Source: an optimization exercise on an open RTL-to-GDS flow (aim: small area). Production flows keep margins and buffers that such runs may drop. Function was checked by simulation only, so behaviour that the tests miss may differ from the original. Power and IR drop assume default switching activity.

==> module upcoin_top, before the edit <==
module upcoin_top (
  input  logic clk,
  input  logic block_load,
  input  logic sck,
  input  logic sdi,
  output logic sdo,
  output logic done
);
  logic        sck_s1, sck_s2;
  logic        sdi_s1;
  logic        sck_rise, sck_fall;
  logic [3:0]  p;          
  logic        run;        
  logic [2:0]  rev;        
  logic [8:0]  cnt;        
  logic [1:0]  pc;         
  logic [2:0]  pb;         
  logic        nb;         
  logic [7:0]  kn;
  logic        nb_d;
  sha256_pkg::word_t win [0:15];
  sha256_pkg::word_t a, b, c, d, e, f, g, h;
  assign sck_rise = sck_s1 & ~sck_s2;
  assign sck_fall = ~sck_s1 & sck_s2;
  always_ff @(posedge clk or negedge block_load) begin
    if (!block_load) begin
      sck_s1 <= 1'b0;
      sck_s2 <= 1'b0;
    end else begin
      sck_s1 <= sck;
      sck_s2 <= sck_s1;
    end
  end
  logic round, sched, fin, init;
  logic ins, ins_last, accept;
  logic [1:0] pc_left;
  logic [9:0] cnt_next;
  assign init  = ~run & ~done;
  assign round = run & ~rev[2];
  assign sched = round & (rev[1:0] != 2'd3);
  assign fin   = run & rev[2] & ~p[3];
  assign accept   = sck_rise & ~((cnt[8:5] == 4'd15) & ({1'b0, cnt[4:0]} + {4'd0, pc} >= 6'd32));
  assign ins      = init & (p == cnt[8:5]) & pc[1];
  assign cnt_next = {1'b0, cnt} + {8'd0, ins, done & sck_fall};
  assign ins_last = ins & cnt_next[9];
  assign pc_left  = ins ? {1'b0, pc[0]} : pc;
  always_ff @(posedge clk or negedge block_load) begin
    if (!block_load) begin
      p    <= '0;
      run  <= 1'b0;
      rev  <= '0;
      cnt  <= '0;
      pc   <= '0;
      done <= 1'b0;
      sdo  <= 1'b0;
    end else begin
      p   <= p + 4'd1;
      cnt <= cnt_next[8:0];
      pc  <= pc_left + {1'b0, accept};
      if (ins_last) run <= 1'b1;
      if (run) begin
        if (p == 4'd15) rev <= rev + 3'd1;
        if (rev[2] && p == 4'd8) begin
          run  <= 1'b0;
          done <= 1'b1;
          sdo  <= a[31];
        end
      end
      if (done && sck_fall) sdo <= nb_d;
    end
  end
  always_ff @(posedge clk) begin
    sdi_s1 <= sdi;
    nb     <= nb_d;
    if (ins) pb[0] <= pb[2];
    if (accept) pb[pc_left] <= sdi_s1;
  end
  assign kn   = cnt[7:0] + 8'd1;
  assign nb_d = (p[2:0] + kn[7:5] == 3'd0) ? a[~kn[4:0]] : nb;
  sha256_pkg::word_t next_word, ins_word, win_in;
  sha256_pkg::word_t n1, n2, n3, n4;
  assign {n1, n2}  = sha256_pkg::csa(sha256_pkg::small_sigma1(win[14]), win[9], sha256_pkg::small_sigma0(win[1]));
  assign {n3, n4}  = sha256_pkg::csa(n1, n2, win[0]);
  assign next_word = sha256_pkg::add(n3, n4);
  assign ins_word  = {win[0][29:0], pb[0], pb[1]};
  assign win_in    = sched ? next_word : (ins ? ins_word : win[0]);
  always_ff @(posedge clk) begin
    for (int i = 0; i < 15; i++) win[i] <= win[i+1];
    win[15] <= win_in;
  end
  sha256_pkg::word_t kc, dg, u1, v1, m1, m2, q1, q2, e1, e2, a1, a2, a3, a4;
  sha256_pkg::word_t a_rnd, a_in, e_in;
  sha256_pkg::word_t kt;
  logic [2:0] hi;
  sha256_k_rom k_rom_i (.t({rev[1:0], p}), .k(kt));
  assign hi = 3'd3 - p[2:0];
  always_comb begin
    if (round)            kc = kt;
    else if (init || fin) kc = sha256_pkg::hash_init[32*(3'd7 - hi) +: 32];
    else                  kc = '0;
  end
  assign dg = init ? '0 : d;
  assign {u1, v1} = sha256_pkg::csa(sha256_pkg::big_sigma1(e), sha256_pkg::ch(e, f, g), win[0]);
  assign {m1, m2} = sha256_pkg::csa(h, u1, v1);
  assign {q1, q2} = sha256_pkg::csa(m1 & {32{round}}, m2 & {32{round}}, kc);
  assign {e1, e2} = sha256_pkg::csa(dg, q1, q2);
  assign {a1, a2} = sha256_pkg::csa(q1, q2, sha256_pkg::big_sigma0(a));
  assign {a3, a4} = sha256_pkg::csa(a1, a2, sha256_pkg::maj(a, b, c));
  assign e_in  = sha256_pkg::add(e1, e2);
  assign a_rnd = sha256_pkg::add(a3, a4);
  assign a_in  = round ? a_rnd : h;
  always_ff @(posedge clk) begin
    a <= a_in;
    b <= a;
    c <= b;
    d <= c;
    e <= e_in;
    f <= e;
    g <= f;
    h <= g;
  end
endmodule
clock: 10.0 ns
lec_check: 0
cap_margin: 20
core_margin: 2
core_utilization: 65
cts_buf_list: sky130_fd_sc_hd__clkbuf_16
cts_cluster_diameter: 80
cts_cluster_size: 26
slew_margin: 20
standard.sh (not shown) runs the stock make flow with config.mk's settings and CLKGATE_MAP_FILE= SYNTH_SCRIPT=/design/flow/synth_recipe.tcl, a recipe that flattens the netlist after the stock synthesis.
==> flow/flow/run.sh <==
#!/bin/bash
set -euo pipefail
cd "$(dirname "$0")/.."
export CTS_ARGS="-sink_clustering_enable -repair_clock_nets -dont_use_dummy_load -buf_list sky130_fd_sc_hd__clkbuf_16 -sink_clustering_size 26 -sink_clustering_max_diameter 80"
bash standard.sh > standard_flow.log 2>&1
The baseline completed without violations.
Next try:
--- a/flow/design.v
+++ b/flow/design.v
@@ -722,5 +722,4 @@
   logic [2:0]  pb;         
   logic        nb;         
-  logic [7:0]  kn;
   logic        nb_d;
   sha256_pkg::word_t win [0:15];
@@ -741,4 +740,5 @@
   logic [1:0] pc_left;
   logic [9:0] cnt_next;
+  logic       finish, pre_finish;
   assign init  = ~run & ~done;
   assign round = run & ~rev[2];
@@ -747,5 +747,7 @@
   assign accept   = sck_rise & ~((cnt[8:5] == 4'd15) & ({1'b0, cnt[4:0]} + {4'd0, pc} >= 6'd32));
   assign ins      = init & (p == cnt[8:5]) & pc[1];
-  assign cnt_next = {1'b0, cnt} + {8'd0, ins, done & sck_fall};
+  assign finish     = run & rev[2] & (p == 4'd8);
+  assign pre_finish = run & rev[2] & (p == 4'd7);
+  assign cnt_next   = {1'b0, cnt} + {8'd0, ins, (done & sck_fall) | pre_finish};
   assign ins_last = ins & cnt_next[9];
   assign pc_left  = ins ? {1'b0, pc[0]} : pc;
@@ -766,5 +768,5 @@
       if (run) begin
         if (p == 4'd15) rev <= rev + 3'd1;
-        if (rev[2] && p == 4'd8) begin
+        if (finish) begin
           run  <= 1'b0;
           done <= 1'b1;
@@ -781,6 +783,5 @@
     if (accept) pb[pc_left] <= sdi_s1;
   end
-  assign kn   = cnt[7:0] + 8'd1;
-  assign nb_d = (p[2:0] + kn[7:5] == 3'd0) ? a[~kn[4:0]] : nb;
+  assign nb_d = (p[2:0] + cnt[7:5] == 3'd0) ? a[~cnt[4:0]] : nb;
   sha256_pkg::word_t next_word, ins_word, win_in;
   sha256_pkg::word_t n1, n2, n3, n4;
Result: Cell count came out lower by about 0.4%; global-route usage rises by 1.0 points; design area hardly moves; worst setup slack is worse by 0.11 ns; die area goes down by about 0.47%; register-to-register slack loses 0.11 ns; sequential share of layout area barely changes; sequential power barely changes; flip-flop and latch count does not change; total power falls by about 0.3%; routed wire length came out higher by 2.1%; first-iteration DRC count rises by about 8%; clock-buffer cell count does not change.

-- re-timing with driven ports --
How much do the figures lean on ideal ports? The routed layouts below were timed once more, with nothing changed but the port constraints.
Step 1: set_driving_cell puts a clkbuf_16 on clk and a buf_2 on each other input, an assumption about the parent block.
Step 2 moves the port delays by t, midway between the first and last clock arrival at a register: inputs arrive t later, outputs are due t later. That takes back most of the time a late clock gives input paths.
a / b / c = no drivers / after step 1 / after step 2; a / b = the first two.
| run | t, ns | setup slack, ns | worst data-port slew with drivers (ns) | cell pins on the clock port's net |
|---|---|---|---|---|
| the first run | 0.643 | 1.736 / 1.736 / 1.736 | 0.03 | 1 |
| the second run | 0.631 | 1.624 / 1.624 / 1.624 | 0.03 | 1 |
After both steps every run listed still meets setup and hold.
